Source: an optimization exercise on an open RTL-to-GDS flow (aim: small area and a short achievable clock period). Production flows keep margins and buffers that such runs may drop.
RTL that was checked went through simulation tests only; none was proved equivalent to the original.
Power figures rest on the tool's default switching activity, not on a simulated workload.

==> run C <==
==> flow/design.v (excerpt) <==
module wav_riff_header_parser (
    input  logic                             aclk,
    input  logic                             aresetn,
    input  logic                             s_axis_tvalid,
    output logic                             s_axis_tready,
    input  logic [7:0]                       s_axis_tdata,    
    input  logic                             s_axis_tlast,    
    output logic                             m_axis_tvalid,
    input  logic                             m_axis_tready,
    output logic [wavp_pkg::OUT_TDATA_W-1:0] m_axis_tdata,
    output logic                             m_axis_tuser     
);
export LEC_CHECK = 0
export CAP_MARGIN = 20
export CORE_MARGIN = 2
export CORE_UTILIZATION = 40
export SETUP_SLACK_MARGIN = 3.6
export SLEW_MARGIN = 20
create_clock -name core_clock -period 6.5 [get_ports {aclk}]
standard.sh (not shown) runs the stock make flow with config.mk's settings and CLKGATE_MAP_FILE= SYNTH_SCRIPT=/design/flow/synth_recipe.tcl, a recipe that flattens the netlist after the stock synthesis.
==> flow/flow/run.sh <==
#!/bin/bash
set -euo pipefail
bash standard.sh BUFFER_PORTS_ARGS="-buffer_cell sky130_fd_sc_hd__buf_1" finish > standard_flow.log 2>&1
==> run E: changes against run C <==
--- a/flow/design.v
+++ b/flow/design.v
@@ -25,17 +25,18 @@
     localparam logic [2:0] P_FMT  = 3'd2;
     localparam logic [2:0] P_DATA = 3'd3;
     localparam logic [2:0] P_SKIP = 3'd4;
     localparam logic [2:0] P_PAD  = 3'd5;
     localparam logic [2:0] P_DONE = 3'd6;
     localparam logic [2:0] P_ERR  = 3'd7;
     logic [2:0]  ph, ph_n;
     logic [5:0]  pos, pos_n, pos_inc;
-    logic [31:0] cnt, cnt_n, cnt_dec;
+    logic        pos_clr;
+    logic [31:0] cnt, cnt_n, borrow;
     logic        f1, f1_n;
     logic        f2, f2_n;
     logic        fgood, fgood_n;   
     logic        sfmt, sfmt_n;
     logic        sdata, sdata_n;
     logic        m_valid_reg;
     logic        m_user_reg;
     logic [7:0]  m_byte_reg;
@@ -44,22 +45,33 @@
     logic        accept;
     logic        hdr_done;
     logic        chunk_end;
     logic        dload;
     logic        audio;
     logic [31:0] L;
     logic [7:0]  b;
     logic        m_hdr, m_tf, m_td, m_fmt;
-    logic [2:0]  verdict, ok_bad;
+    logic [2:0]  verdict;
+    logic        v_notwave, v_trunc, v_fin;
+    logic        hdr_last, lzero, cnt_one, pos_39;
+    assign hdr_last = pos[3] && pos[1:0] == 2'd3;        
+    assign lzero    = (L == 32'd0);
+    assign cnt_one  = (cnt == 32'd1);
+    assign pos_39   = pos[5] && (pos[4] || pos[3] || pos[2:0] == 3'd7);
     assign s_axis_tready = !m_valid_reg || m_axis_tready;
     assign accept        = s_axis_tvalid && s_axis_tready;
     assign b             = s_axis_tdata;
     assign pos_inc       = pos + 6'd1;
-    assign cnt_dec       = cnt - 32'd1;
+    always_comb begin
+        borrow[0] = 1'b1;
+        for (int i = 1; i < 32; i++) begin
+            borrow[i] = borrow[i-1] && !cnt[i-1];
+        end
+    end
     assign L             = {b, cnt[31:8]};
     always_comb begin
         case ({pos[3], pos[1:0]})
             3'd0:       m_hdr = (b == 8'h52);   
             3'd1:       m_hdr = (b == 8'h49);   
             3'd2, 3'd3: m_hdr = (b == 8'h46);   
             3'd4:       m_hdr = (b == 8'h57);   
             3'd5:       m_hdr = (b == 8'h41);   
@@ -79,148 +91,124 @@
             4'd5:    m_fmt = (b == 8'hAC);
             4'd14:   m_fmt = (b == 8'h10);
             4'd1, 4'd3, 4'd6, 4'd7, 4'd15: m_fmt = (b == 8'h00);
             default: m_fmt = 1'b1;
         endcase
     end
     always_comb begin
         ph_n      = ph;
-        pos_n     = pos;
+        pos_clr   = 1'b0;
         f1_n      = f1;
         f2_n      = f2;
         fgood_n   = fgood;
         sfmt_n    = sfmt;
         sdata_n   = sdata;
         hdr_done  = 1'b0;
         chunk_end = 1'b0;
         dload     = 1'b0;
         audio     = 1'b0;
         case (ph)
             P_HDR: begin
                 f1_n  = (f1 || pos == 6'd0) && (pos[2] || m_hdr);
-                pos_n = pos_inc;
-                if (pos[3] && pos[1:0] == 2'd3) begin
+                if (hdr_last) begin
                     ph_n  = f1_n ? P_CHDR : P_ERR;
-                    pos_n = '0;
+                    pos_clr = 1'b1;
                 end
             end
             P_CHDR: begin
                 if (!pos[2]) begin
                     f1_n = (f1 || pos[1:0] == 2'd0) && m_tf;
                     f2_n = (f2 || pos[1:0] == 2'd0) && m_td;
                 end
-                pos_n = pos_inc;
                 if (pos[2:0] == 3'd7) begin
                     hdr_done = 1'b1;
                 end
             end
             P_FMT: begin
                 if (f1 && !pos[5] && !pos[4]) begin
                     fgood_n = (fgood || pos[3:0] == 4'd0) && m_fmt;
                 end
                 if (f1 && pos == 6'd15) begin
                     sfmt_n = 1'b1;
                 end
-                if (!(pos[5] && (pos[4] || pos[3]))) begin
-                    pos_n = pos_inc;
-                end
-                if (cnt == 32'd1) begin
+                if (cnt_one) begin
                     chunk_end = 1'b1;
                 end
             end
             P_DATA: begin
                 audio = 1'b1;
-                if (cnt == 32'd1) begin
+                if (cnt_one) begin
                     chunk_end = 1'b1;
                 end
             end
             P_SKIP: begin
-                if (cnt == 32'd1) begin
+                if (cnt_one) begin
                     chunk_end = 1'b1;
                 end
             end
             P_PAD: begin
                 ph_n  = P_CHDR;
-                pos_n = '0;
+                pos_clr = 1'b1;
             end
             default: ;
         endcase
         if (hdr_done) begin
-            pos_n = '0;
+            pos_clr = 1'b1;
             f1_n  = |L[31:4];
             f2_n  = L[0];
             if (f1) begin
                 ph_n = P_FMT;
             end else if (f2 && !sdata) begin
                 sdata_n = 1'b1;
                 dload   = 1'b1;
                 ph_n    = P_DATA;
             end else begin
                 ph_n = P_SKIP;
             end
-            if (L == 32'd0) begin
+            if (lzero) begin
                 chunk_end = 1'b1;
             end
         end
         if (chunk_end) begin
             if (sfmt_n && sdata_n) begin
                 ph_n = P_DONE;
             end else if (f2_n) begin
                 ph_n = P_PAD;
             end else begin
                 ph_n = P_CHDR;
             end
-            pos_n = '0;
-        end
-        ok_bad = fgood_n ? wavp_pkg::ST_OK : wavp_pkg::ST_BAD_FORMAT;
-        case (ph)
-            P_HDR: begin
-                if (pos[3] && pos[1:0] == 2'd3) begin
-                    verdict = f1_n ? wavp_pkg::ST_MISSING : wavp_pkg::ST_NOT_WAVE;
-                end else begin
-                    verdict = wavp_pkg::ST_TRUNCATED;
-                end
-            end
-            P_CHDR: begin
-                if (pos[2:0] != 3'd7) begin
-                    verdict = wavp_pkg::ST_MISSING;
-                end else if (L == 32'd0) begin
-                    verdict = (!f1 && f2 && !sdata && sfmt) ? ok_bad : wavp_pkg::ST_MISSING;
-                end else if (f1 || (f2 && !sdata)) begin
-                    verdict = wavp_pkg::ST_TRUNCATED;
-                end else begin
-                    verdict = wavp_pkg::ST_MISSING;
-                end
-            end
-            P_FMT: begin
-                if (cnt == 32'd1 || (f1 && pos[5] && (pos[4] || pos[3] || pos[2:0] == 3'd7))) begin
-                    verdict = (sfmt_n && sdata) ? ok_bad : wavp_pkg::ST_MISSING;
-                end else begin
-                    verdict = wavp_pkg::ST_TRUNCATED;
-                end
-            end
-            P_DATA: begin
-                if (cnt == 32'd1) begin
-                    verdict = sfmt ? ok_bad : wavp_pkg::ST_MISSING;
-                end else begin
-                    verdict = wavp_pkg::ST_TRUNCATED;
-                end
-            end
-            P_DONE:  verdict = ok_bad;
-            P_ERR:   verdict = wavp_pkg::ST_NOT_WAVE;
-            default: verdict = wavp_pkg::ST_MISSING;
-        endcase
-    end
+            pos_clr = 1'b1;
+        end
+        v_notwave = (ph == P_ERR) || (ph == P_HDR && hdr_last && !f1_n);
+        v_trunc   = (ph == P_HDR && !hdr_last) ||
+                    (ph == P_CHDR && pos[2:0] == 3'd7 && !lzero && (f1 || (f2 && !sdata))) ||
+                    (ph == P_FMT && !(cnt_one || (f1 && pos_39))) ||
+                    (ph == P_DATA && !cnt_one);
+        v_fin     = (ph == P_DONE) ||
+                    (ph == P_CHDR && pos[2:0] == 3'd7 && lzero && !f1 && f2 && !sdata && sfmt) ||
+                    (ph == P_FMT && sdata && sfmt_n) ||
+                    (ph == P_DATA && sfmt);
+        if (v_notwave) begin
+            verdict = wavp_pkg::ST_NOT_WAVE;
+        end else if (v_trunc) begin
+            verdict = wavp_pkg::ST_TRUNCATED;
+        end else if (v_fin) begin
+            verdict = fgood_n ? wavp_pkg::ST_OK : wavp_pkg::ST_BAD_FORMAT;
+        end else begin
+            verdict = wavp_pkg::ST_MISSING;
+        end
+    end
+    assign pos_n = pos_clr ? 6'd0 : (pos[5] && (pos[4] || pos[3])) ? pos : pos_inc;
     logic take, keep, take_st, keep_st;
     assign take    = accept;
     assign keep    = !accept;
     assign take_st = accept && aresetn && !s_axis_tlast;   
     assign keep_st = aresetn && !accept;
-    assign cnt_n = (accept && ph == P_CHDR) ? L : (cnt - {31'd0, accept});
+    assign cnt_n = (accept && ph == P_CHDR) ? L : (cnt ^ ({32{accept}} & borrow));
     always_ff @(posedge aclk) begin
         ph    <= ({3{take_st}} & ph_n)  | ({3{keep_st}} & ph);
         pos   <= ({6{take_st}} & pos_n) | ({6{keep_st}} & pos);
         sfmt  <= (take_st & sfmt_n)     | (keep_st & sfmt);
         sdata <= (take_st & sdata_n)    | (keep_st & sdata);
     end
     always_ff @(posedge aclk) begin
         cnt   <= cnt_n;
- CTS_BUF_LIST: default -> sky130_fd_sc_hd__clkbuf_8
- SETUP_SLACK_MARGIN: 3.6 -> 3.75
- TNS_END_PERCENT: default -> 2
==> run X: changes against run C <==
==> flow/flow/run.sh (replaced) <==
#!/bin/bash
set -euo pipefail
RES=$PWD/orfs/results/$FLOW_PLATFORM/wav_riff_header_parser/base
bash standard.sh "$RES/1_2_yosys.v" > synth_standard.log 2>&1
cp "$RES/1_2_yosys.v" "$RES/1_2_yosys_standard.v"
DU=$(sed -n '/DONT_USE_CELLS/,/^$/p' $FLOW_HOME/platforms/$FLOW_PLATFORM/config.mk | grep -o "sky130_fd_sc_hd__[a-z0-9_]*" | sed 's/^/-dont_use /' | tr '\n' ' ')
IN="$RES/1_2_yosys_standard.v" OUT="$RES/1_2_yosys_remap.v" ABCSCRIPT=$PWD/flow/area.abc DONTUSE="$DU" \
  yosys -c flow/remap.tcl > remap.log 2>&1
cp "$RES/1_2_yosys_remap.v" "$RES/1_2_yosys.v"
bash standard.sh BUFFER_PORTS_ARGS="-buffer_cell sky130_fd_sc_hd__buf_1" finish > standard_flow.log 2>&1
==> flow/flow/area.abc (new file) <==
strash
balance; rewrite; refactor; balance; rewrite; rewrite -z; balance; refactor -z; rewrite -z; balance
dch -f
amap
topo
==> flow/flow/remap.tcl (new file) <==
# Map the combinational logic of the standard synthesis netlist again.
# Flip-flops and tie cells stay black boxes, so they keep name and cell type.
yosys -import
set lib $::env(FLOW_HOME)/platforms/sky130hd/lib/sky130_fd_sc_hd__tt_025C_1v80.lib
read_liberty -ignore_miss_func $lib
foreach m {sky130_fd_sc_hd__dfxtp_1 sky130_fd_sc_hd__dfxtp_2 sky130_fd_sc_hd__dfxtp_4
           sky130_fd_sc_hd__edfxtp_1 sky130_fd_sc_hd__dfrtp_1 sky130_fd_sc_hd__dfstp_1
           sky130_fd_sc_hd__conb_1} {
  catch {blackbox $m}
}
read_verilog $::env(IN)
hierarchy -top wav_riff_header_parser
flatten
# wires inside the flattened cells get internal names, so ports and the
# standard netlist's net names are the ones kept
yosys rename -hide w:*.*
opt_clean -purge
stat -liberty $lib
abc -liberty $lib -script $::env(ABCSCRIPT) {*}$::env(DONTUSE)
opt_clean -purge
setundef -zero
splitnets
opt_clean -purge
hilomap -hicell sky130_fd_sc_hd__conb_1 HI -locell sky130_fd_sc_hd__conb_1 LO
opt_clean -purge
insbuf -buf sky130_fd_sc_hd__buf_1 A X
opt_clean -purge
stat -liberty $lib
write_verilog -noattr -nohex -nodec $::env(OUT)
# read the result back against the cell library and check it
design -reset
read_liberty -lib $lib
read_verilog $::env(OUT)
hierarchy -check -top wav_riff_header_parser
check -assert
stat -liberty $lib
- SETUP_SLACK_MARGIN: 3.6 -> 3.4
==> run D: changes against run C <==
--- a/flow/design.v
+++ b/flow/design.v
@@ -25,17 +25,17 @@
     localparam logic [2:0] P_FMT  = 3'd2;
     localparam logic [2:0] P_DATA = 3'd3;
     localparam logic [2:0] P_SKIP = 3'd4;
     localparam logic [2:0] P_PAD  = 3'd5;
     localparam logic [2:0] P_DONE = 3'd6;
     localparam logic [2:0] P_ERR  = 3'd7;
     logic [2:0]  ph, ph_n;
     logic [5:0]  pos, pos_n, pos_inc;
-    logic [31:0] cnt, cnt_n, cnt_dec;
+    logic [31:0] cnt, cnt_n, borrow;
     logic        f1, f1_n;
     logic        f2, f2_n;
     logic        fgood, fgood_n;   
     logic        sfmt, sfmt_n;
     logic        sdata, sdata_n;
     logic        m_valid_reg;
     logic        m_user_reg;
     logic [7:0]  m_byte_reg;
@@ -44,22 +44,33 @@
     logic        accept;
     logic        hdr_done;
     logic        chunk_end;
     logic        dload;
     logic        audio;
     logic [31:0] L;
     logic [7:0]  b;
     logic        m_hdr, m_tf, m_td, m_fmt;
-    logic [2:0]  verdict, ok_bad;
+    logic [2:0]  verdict;
+    logic        v_notwave, v_trunc, v_fin;
+    logic        hdr_last, lzero, cnt_one, pos_39;
+    assign hdr_last = pos[3] && pos[1:0] == 2'd3;        
+    assign lzero    = (L == 32'd0);
+    assign cnt_one  = (cnt == 32'd1);
+    assign pos_39   = pos[5] && (pos[4] || pos[3] || pos[2:0] == 3'd7);
     assign s_axis_tready = !m_valid_reg || m_axis_tready;
     assign accept        = s_axis_tvalid && s_axis_tready;
     assign b             = s_axis_tdata;
     assign pos_inc       = pos + 6'd1;
-    assign cnt_dec       = cnt - 32'd1;
+    always_comb begin
+        borrow[0] = 1'b1;
+        for (int i = 1; i < 32; i++) begin
+            borrow[i] = borrow[i-1] && !cnt[i-1];
+        end
+    end
     assign L             = {b, cnt[31:8]};
     always_comb begin
         case ({pos[3], pos[1:0]})
             3'd0:       m_hdr = (b == 8'h52);   
             3'd1:       m_hdr = (b == 8'h49);   
             3'd2, 3'd3: m_hdr = (b == 8'h46);   
             3'd4:       m_hdr = (b == 8'h57);   
             3'd5:       m_hdr = (b == 8'h41);   
@@ -93,17 +104,17 @@
         hdr_done  = 1'b0;
         chunk_end = 1'b0;
         dload     = 1'b0;
         audio     = 1'b0;
         case (ph)
             P_HDR: begin
                 f1_n  = (f1 || pos == 6'd0) && (pos[2] || m_hdr);
                 pos_n = pos_inc;
-                if (pos[3] && pos[1:0] == 2'd3) begin
+                if (hdr_last) begin
                     ph_n  = f1_n ? P_CHDR : P_ERR;
                     pos_n = '0;
                 end
             end
             P_CHDR: begin
                 if (!pos[2]) begin
                     f1_n = (f1 || pos[1:0] == 2'd0) && m_tf;
                     f2_n = (f2 || pos[1:0] == 2'd0) && m_td;
@@ -118,28 +129,28 @@
                     fgood_n = (fgood || pos[3:0] == 4'd0) && m_fmt;
                 end
                 if (f1 && pos == 6'd15) begin
                     sfmt_n = 1'b1;
                 end
                 if (!(pos[5] && (pos[4] || pos[3]))) begin
                     pos_n = pos_inc;
                 end
-                if (cnt == 32'd1) begin
+                if (cnt_one) begin
                     chunk_end = 1'b1;
                 end
             end
             P_DATA: begin
                 audio = 1'b1;
-                if (cnt == 32'd1) begin
+                if (cnt_one) begin
                     chunk_end = 1'b1;
                 end
             end
             P_SKIP: begin
-                if (cnt == 32'd1) begin
+                if (cnt_one) begin
                     chunk_end = 1'b1;
                 end
             end
             P_PAD: begin
                 ph_n  = P_CHDR;
                 pos_n = '0;
             end
             default: ;
@@ -152,75 +163,55 @@
                 ph_n = P_FMT;
             end else if (f2 && !sdata) begin
                 sdata_n = 1'b1;
                 dload   = 1'b1;
                 ph_n    = P_DATA;
             end else begin
                 ph_n = P_SKIP;
             end
-            if (L == 32'd0) begin
+            if (lzero) begin
                 chunk_end = 1'b1;
             end
         end
         if (chunk_end) begin
             if (sfmt_n && sdata_n) begin
                 ph_n = P_DONE;
             end else if (f2_n) begin
                 ph_n = P_PAD;
             end else begin
                 ph_n = P_CHDR;
             end
             pos_n = '0;
         end
-        ok_bad = fgood_n ? wavp_pkg::ST_OK : wavp_pkg::ST_BAD_FORMAT;
-        case (ph)
-            P_HDR: begin
-                if (pos[3] && pos[1:0] == 2'd3) begin
-                    verdict = f1_n ? wavp_pkg::ST_MISSING : wavp_pkg::ST_NOT_WAVE;
-                end else begin
-                    verdict = wavp_pkg::ST_TRUNCATED;
-                end
-            end
-            P_CHDR: begin
-                if (pos[2:0] != 3'd7) begin
-                    verdict = wavp_pkg::ST_MISSING;
-                end else if (L == 32'd0) begin
-                    verdict = (!f1 && f2 && !sdata && sfmt) ? ok_bad : wavp_pkg::ST_MISSING;
-                end else if (f1 || (f2 && !sdata)) begin
-                    verdict = wavp_pkg::ST_TRUNCATED;
-                end else begin
-                    verdict = wavp_pkg::ST_MISSING;
-                end
-            end
-            P_FMT: begin
-                if (cnt == 32'd1 || (f1 && pos[5] && (pos[4] || pos[3] || pos[2:0] == 3'd7))) begin
-                    verdict = (sfmt_n && sdata) ? ok_bad : wavp_pkg::ST_MISSING;
-                end else begin
-                    verdict = wavp_pkg::ST_TRUNCATED;
-                end
-            end
-            P_DATA: begin
-                if (cnt == 32'd1) begin
-                    verdict = sfmt ? ok_bad : wavp_pkg::ST_MISSING;
-                end else begin
-                    verdict = wavp_pkg::ST_TRUNCATED;
-                end
-            end
-            P_DONE:  verdict = ok_bad;
-            P_ERR:   verdict = wavp_pkg::ST_NOT_WAVE;
-            default: verdict = wavp_pkg::ST_MISSING;
-        endcase
+        v_notwave = (ph == P_ERR) || (ph == P_HDR && hdr_last && !f1_n);
+        v_trunc   = (ph == P_HDR && !hdr_last) ||
+                    (ph == P_CHDR && pos[2:0] == 3'd7 && !lzero && (f1 || (f2 && !sdata))) ||
+                    (ph == P_FMT && !(cnt_one || (f1 && pos_39))) ||
+                    (ph == P_DATA && !cnt_one);
+        v_fin     = (ph == P_DONE) ||
+                    (ph == P_CHDR && pos[2:0] == 3'd7 && lzero && !f1 && f2 && !sdata && sfmt) ||
+                    (ph == P_FMT && sdata && sfmt_n) ||
+                    (ph == P_DATA && sfmt);
+        if (v_notwave) begin
+            verdict = wavp_pkg::ST_NOT_WAVE;
+        end else if (v_trunc) begin
+            verdict = wavp_pkg::ST_TRUNCATED;
+        end else if (v_fin) begin
+            verdict = fgood_n ? wavp_pkg::ST_OK : wavp_pkg::ST_BAD_FORMAT;
+        end else begin
+            verdict = wavp_pkg::ST_MISSING;
+        end
     end
     logic take, keep, take_st, keep_st;
     assign take    = accept;
     assign keep    = !accept;
     assign take_st = accept && aresetn && !s_axis_tlast;   
     assign keep_st = aresetn && !accept;
-    assign cnt_n = (accept && ph == P_CHDR) ? L : (cnt - {31'd0, accept});
+    assign cnt_n = (accept && ph == P_CHDR) ? L : (cnt ^ ({32{accept}} & borrow));
     always_ff @(posedge aclk) begin
         ph    <= ({3{take_st}} & ph_n)  | ({3{keep_st}} & ph);
         pos   <= ({6{take_st}} & pos_n) | ({6{keep_st}} & pos);
         sfmt  <= (take_st & sfmt_n)     | (keep_st & sfmt);
         sdata <= (take_st & sdata_n)    | (keep_st & sdata);
     end
     always_ff @(posedge aclk) begin
         cnt   <= cnt_n;
- CTS_BUF_LIST: default -> sky130_fd_sc_hd__clkbuf_8
- SETUP_SLACK_MARGIN: 3.6 -> 3.7
==> comparison <==
Run D completed with no timing, DRC or antenna violations. Run E passed the timing, DRC and antenna checks. Run X completed without violations. Run C completed with no timing, DRC or antenna violations. In sequential cell count, run C and run D do not differ. Of run E and run D, run E has the higher synthesized cell count (gap 10%, measured against run D). Clock skew: run X < run E < run C < run D. Between run E and run D, the lower total power is in run E (gap 1.6%, measured against run D).
Only the layout flow was run in run C, run E and run X; the RTL was not checked for function there.

## separate check: timing with driven ports
The results above use ideal ports. As a check the final layouts listed here were re-extracted and re-timed, cells and wires unchanged.
Step 1 (the two cells are an assumption about what drives the block):
set clk [get_ports {aclk}]
set_driving_cell -lib_cell sky130_fd_sc_hd__clkbuf_16 $clk
set_driving_cell -lib_cell sky130_fd_sc_hd__buf_2 [delete_from_list [all_inputs] $clk]
Step 2 adds t to the input delays and takes it off the output delays; t is the mean of the earliest and latest rising clock arrival at the registers after step 1. Input paths then give back, and output paths get back, about the clock's delay inside the block.
Three values: ideal, step 1, step 2; two values: the first two.
run	shift t [ns]	slack for setup (ns)	hold slack, ns
run C	0.386	3.537 / 3.514 / 3.312	0.437 / 0.437 / 0.437
run E	0.392	3.539 / 3.535 / 3.160	0.437 / 0.437 / 0.437
run X	0.390	3.283 / 3.283 / 3.017	0.472 / 0.472 / 0.472
run D	0.416	3.585 / 3.560 / 3.391	0.472 / 0.472 / 0.472
After both steps setup and hold are still met in every run listed. The setup slack of run E, which loses most, moves by -0.004 ns with the drivers and by -0.379 ns with both steps.
